Source: an optimization exercise on an open RTL-to-GDS flow (aim: small area and a short achievable clock period). Production flows keep margins and buffers that such runs may drop.
Only simulation tests tie the RTL to the original design; equivalence was not proved.

Setup of run 1:
==> flow/design.v <==
`default_nettype none
package router_port_pkg;
  typedef logic [4-1:0] port_id_t;
  typedef logic [16-1:0] port_mask_t;
  typedef struct packed {
    logic data;
    logic valid_n;
    logic frame_n;
  } out_lane_t;
endpackage
`default_nettype wire
`default_nettype none
package router_ctrl_pkg;
  typedef enum logic [2:0] {idle, addr, pad, request, connected} slice_state_t;
  typedef struct packed {
    logic active;
    logic [4-1:0] dest;
  } slice_req_t;
  typedef struct packed {
    logic valid;
    logic [4-1:0] src;
  } owner_t;
endpackage
`default_nettype wire
`default_nettype none
module router (
  input  logic        clock,
  input  logic        reset,
  input  logic [15:0] frame_n,
  input  logic [15:0] valid_n,
  input  logic [15:0] din,
  output logic [15:0] busy_n,
  output logic [15:0] dout,
  output logic [15:0] valido_n,
  output logic [15:0] frameo_n
);
  localparam logic [2:0] S_IDLE = 3'b000, S_PAD = 3'b100, S_REQ = 3'b110,
                         S_CONN = 3'b101;
  logic [2:0]  st   [16];
  logic [3:0]  dest [16];
  logic [15:0] owns;             
  logic [15:0] wait_g;           
  logic [15:0] l_d, l_v, l_f;    
  logic [3:0]  last [16];        
  logic [15:0] won;
  logic [15:0] granted;          
  logic [15:0] req  [16];        
  logic [15:0] own;              
  logic [15:0] hold [16];        
  always_comb begin
    for (int o = 0; o < 16; o++) begin
      for (int i = 0; i < 16; i++) begin
        req[o][i] = wait_g[i] && (dest[i] == 4'(o));
        hold[o][i] = owns[i] && (dest[i] == 4'(o));
      end
    end
  end
  always_comb begin
    for (int o = 0; o < 16; o++) own[o] = |hold[o];
  end
  logic [3:0]  win_idx [16];
  logic [15:0] win_any;
  logic [15:0] gnt [16];
  for (genvar o = 0; o < 16; o++) begin : g_arb
    logic [31:0]       x;
    logic [15:0]       a1, i1;
    logic [7:0]        a2;
    logic [15:0]       i2;
    logic [3:0]        a3;
    logic [11:0]       i3;
    logic [1:0]        a4;
    logic [7:0]        i4;
    always_comb begin
      x = {req[o], req[o] & (16'hfffe << last[o])};
      for (int k = 0; k < 16; k++) begin
        a1[k] = x[2*k] | x[2*k+1];
        i1[k] = !x[2*k];
      end
      for (int k = 0; k < 8; k++) begin
        a2[k] = a1[2*k] | a1[2*k+1];
        i2[2*k +: 2] = a1[2*k] ? {1'b0, i1[2*k]} : {1'b1, i1[2*k+1]};
      end
      for (int k = 0; k < 4; k++) begin
        a3[k] = a2[2*k] | a2[2*k+1];
        i3[3*k +: 3] = a2[2*k] ? {1'b0, i2[4*k +: 2]} : {1'b1, i2[4*k+2 +: 2]};
      end
      for (int k = 0; k < 2; k++) begin
        a4[k] = a3[2*k] | a3[2*k+1];
        i4[4*k +: 4] = a3[2*k] ? {1'b0, i3[6*k +: 3]} : {1'b1, i3[6*k+3 +: 3]};
      end
      win_idx[o] = a4[0] ? i4[3:0] : i4[7:4];
      win_any[o] = a4[1] & !own[o];
      for (int j = 0; j < 16; j++) gnt[o][j] = win_any[o] && (win_idx[o] == 4'(j));
    end
  end
  logic [15:0] gcol [16];
  always_comb begin
    for (int i = 0; i < 16; i++) begin
      for (int o = 0; o < 16; o++) gcol[i][o] = gnt[o][i];
      won[i] = |gcol[i];
    end
  end
  logic [2:0] st_d [16];
  always_comb begin
    for (int i = 0; i < 16; i++) begin
      case (st[i])
        S_IDLE:  st_d[i] = frame_n[i] ? S_IDLE : 3'b001;
        S_REQ:   st_d[i] = granted[i] ? S_CONN : S_REQ;
        S_CONN:  st_d[i] = frame_n[i] ? S_IDLE : S_CONN;
        S_PAD:   st_d[i] = S_REQ;
        default: st_d[i] = st[i] + 3'd1;
      endcase
      if (!reset) st_d[i] = S_IDLE;
    end
  end
  always_ff @(posedge clock) begin
    for (int i = 0; i < 16; i++) begin
      st[i] <= st_d[i];
      wait_g[i] <= st_d[i][2] & st_d[i][1];
      owns[i] <= reset & (won[i] | granted[i] | (st[i] == S_CONN));
      granted[i] <= reset & won[i];
      if (!st[i][2] && (st[i] != S_IDLE || !frame_n[i]))
        dest[i] <= {din[i], dest[i][3:1]};
      l_d[i] <= din[i];
      l_v[i] <= !valid_n[i] & (st[i] == S_CONN);
      l_f[i] <= !frame_n[i] & (st[i] == S_CONN);
    end
  end
  always_ff @(posedge clock) begin
    for (int o = 0; o < 16; o++) begin
      if (!reset) last[o] <= 4'd15;
      else if (win_any[o]) last[o] <= win_idx[o];
      dout[o]     <= reset & |(hold[o] & l_d);
      valido_n[o] <= ~reset | ~|(hold[o] & l_v);
      frameo_n[o] <= ~reset | ~|(hold[o] & l_f);
    end
  end
  always_comb begin
    for (int i = 0; i < 16; i++) busy_n[i] = !wait_g[i];
  end
endmodule
`default_nettype wire
export LEC_CHECK = 0
export ABC_AREA = 1
export CAP_MARGIN = 20
export CELL_PAD_IN_SITES_DETAIL_PLACEMENT = 2
export CELL_PAD_IN_SITES_GLOBAL_PLACEMENT = 4
export CORE_MARGIN = 2
export CORE_UTILIZATION = 30
export CTS_BUF_LIST = sky130_fd_sc_hd__clkbuf_4 sky130_fd_sc_hd__clkbuf_8
export PLACE_DENSITY = 0.45
export SLEW_MARGIN = 20
create_clock -name core_clock -period 11.5 [get_ports {clock}]
standard.sh (not shown) runs the stock make flow with config.mk's settings and CLKGATE_MAP_FILE= SYNTH_SCRIPT=/design/flow/synth_recipe.tcl, a recipe that flattens the netlist after the stock synthesis.
==> flow/flow/run.sh <==
#!/bin/bash
# Own layout flow: the standard flow, with a different ABC mapping
# script for synthesis (same registers as the standard synthesis), then the
# standard layout steps with a setup margin for timing repair, cell resizing
# across footprints and plain buffers on the ports.
set -euo pipefail
here=$(pwd)
mkdir -p "$here/scripts_abc"
for f in "$FLOW_HOME"/scripts/*; do ln -sf "$f" "$here/scripts_abc/"; done
rm -f "$here/scripts_abc/abc_area.script" "$here/scripts_abc/abc_speed.script"
cp "$here/flow/abc.script" "$here/scripts_abc/abc_area.script"
cp "$here/flow/abc.script" "$here/scripts_abc/abc_speed.script"
MARGIN=$(cat "$here/flow/setup_margin")
bash standard.sh SCRIPTS_DIR="$here/scripts_abc" synth > "$here/synth_run.log" 2>&1
bash standard.sh SETUP_SLACK_MARGIN="$MARGIN" MATCH_CELL_FOOTPRINT=0 \
  BUFFER_PORTS_ARGS="-buffer_cell sky130_fd_sc_hd__buf_2" finish > "$here/layout_run.log" 2>&1
==> flow/flow/abc.script <==
strash
&get -n
&st
&dch -f
&nf -R 50 -p -F 8 -C 32
&put
topo
==> flow/flow/setup_margin <==
7.5
#### Input delta (run 2 over run 1)
==> flow/flow/setup_margin <==
7
-- flow/config.mk --
<<< run 1, line 12
export CORE_MARGIN = 2
export CORE_UTILIZATION = 30
export CTS_BUF_LIST = sky130_fd_sc_hd__clkbuf_4 sky130_fd_sc_hd__clkbuf_8
export PLACE_DENSITY = 0.45
export SLEW_MARGIN = 20
>>> run 2, line 12
export CORE_MARGIN = 2
export CORE_UTILIZATION = 30
export PLACE_DENSITY = 0.45
export SLEW_MARGIN = 20
Results
Wire length of the first global-routing pass down 9300 um in run 2 wrt run 1. met2 capacity usage during global routing on run 2 is down relative to run 1. Comparing area growth from synthesis to final layout for run 2 and run 1, the smaller number came from run 2. Looking at normalized max-slew margin across run 2 and run 1, the one that comes out higher is run 2. Diff run 1 -> run 2 | non-clock buffer count | down by more than a quarter. Critical path depth ended up 2 higher on run 2 than on run 1. As far as multi-input combinational cell count is concerned, run 2 and run 1 perform about the same. Run 1 ended up with buf_4 as its most frequent standard cell in the layout excluding fill and tap cells; run 2 ended up with nand2_1. Diff run 2 and run 1: number of detailed-routing iterations run before antenna repair higher in run 2. Run 2: via-per-instance ratio lower than run 1.
Setup changes, run 2 to run 3
-- flow/config.mk --
<<< run 2, line 12
export CORE_MARGIN = 2
export CORE_UTILIZATION = 30
export PLACE_DENSITY = 0.45
export SLEW_MARGIN = 20
>>> run 3, line 12
export CORE_MARGIN = 2
export CORE_UTILIZATION = 30
export CTS_BUF_LIST = sky130_fd_sc_hd__clkbuf_4 sky130_fd_sc_hd__clkbuf_8
export PLACE_DENSITY = 0.45
export SLEW_MARGIN = 20
Run 3 vs. run 2: top achievable clock speed went down; maximum resistive drop on vdd moved down.
As far as final count of negative-setup-slack endpoints goes, run 3 and run 2 are indistinguishable; the numbers are identical.
Summary of run 3 over run 2: sequential share of layout area held, endpoint required time on the critical path went up 0.15 ns, post-layout minimum cycle time went up 0.069 ns.
The inputs of run 4 differ from those of run 3 as listed below.
==> flow/flow/setup_margin <==
6.5
## What came out
When run 4 is measured against run 3, its register-to-register path setup slack turns out 0.20 ns lower.
Per the comparison of run 4 with run 3, iteration count of the initial detailed-routing pass down 3; via count down 0.92%.

==> static timing again, ports no longer ideal <==
Ports are ideal in the flow. The routed layouts listed here were re-timed in OpenROAD.
Step 1 sets driving cells, clkbuf_16 on the clock port and buf_2 on the other inputs (assumed; they add their load-dependent delay and slew).
Step 2 adds t to the input delays and takes it off the output delays; t is the mean of the earliest and latest rising clock arrival at the registers after step 1. Input paths then give back, and output paths get back, about the clock's delay inside the block.
a / b / c = ideal / step 1 / step 2; a / b = the first two.
| run | t (ns) | setup slack, ns | hold slack, ns |
|---|---|---|---|
| run 1 | 0.853 | 7.179 / 7.179 / 6.722 | 0.528 / 0.528 / 0.528 |
| run 2 | 0.728 | 6.709 / 6.709 / 6.400 | 0.508 / 0.508 / 0.508 |
| run 3 | 0.821 | 6.640 / 6.640 / 6.400 | 0.509 / 0.509 / 0.509 |
| run 4 | 0.812 | 6.444 / 6.444 / 6.423 | 0.518 / 0.518 / 0.518 |
After both steps every run listed still meets setup and hold. For run 1, which loses most, drivers alone change the setup slack by 0.000 ns; drivers and shift together by -0.457 ns.
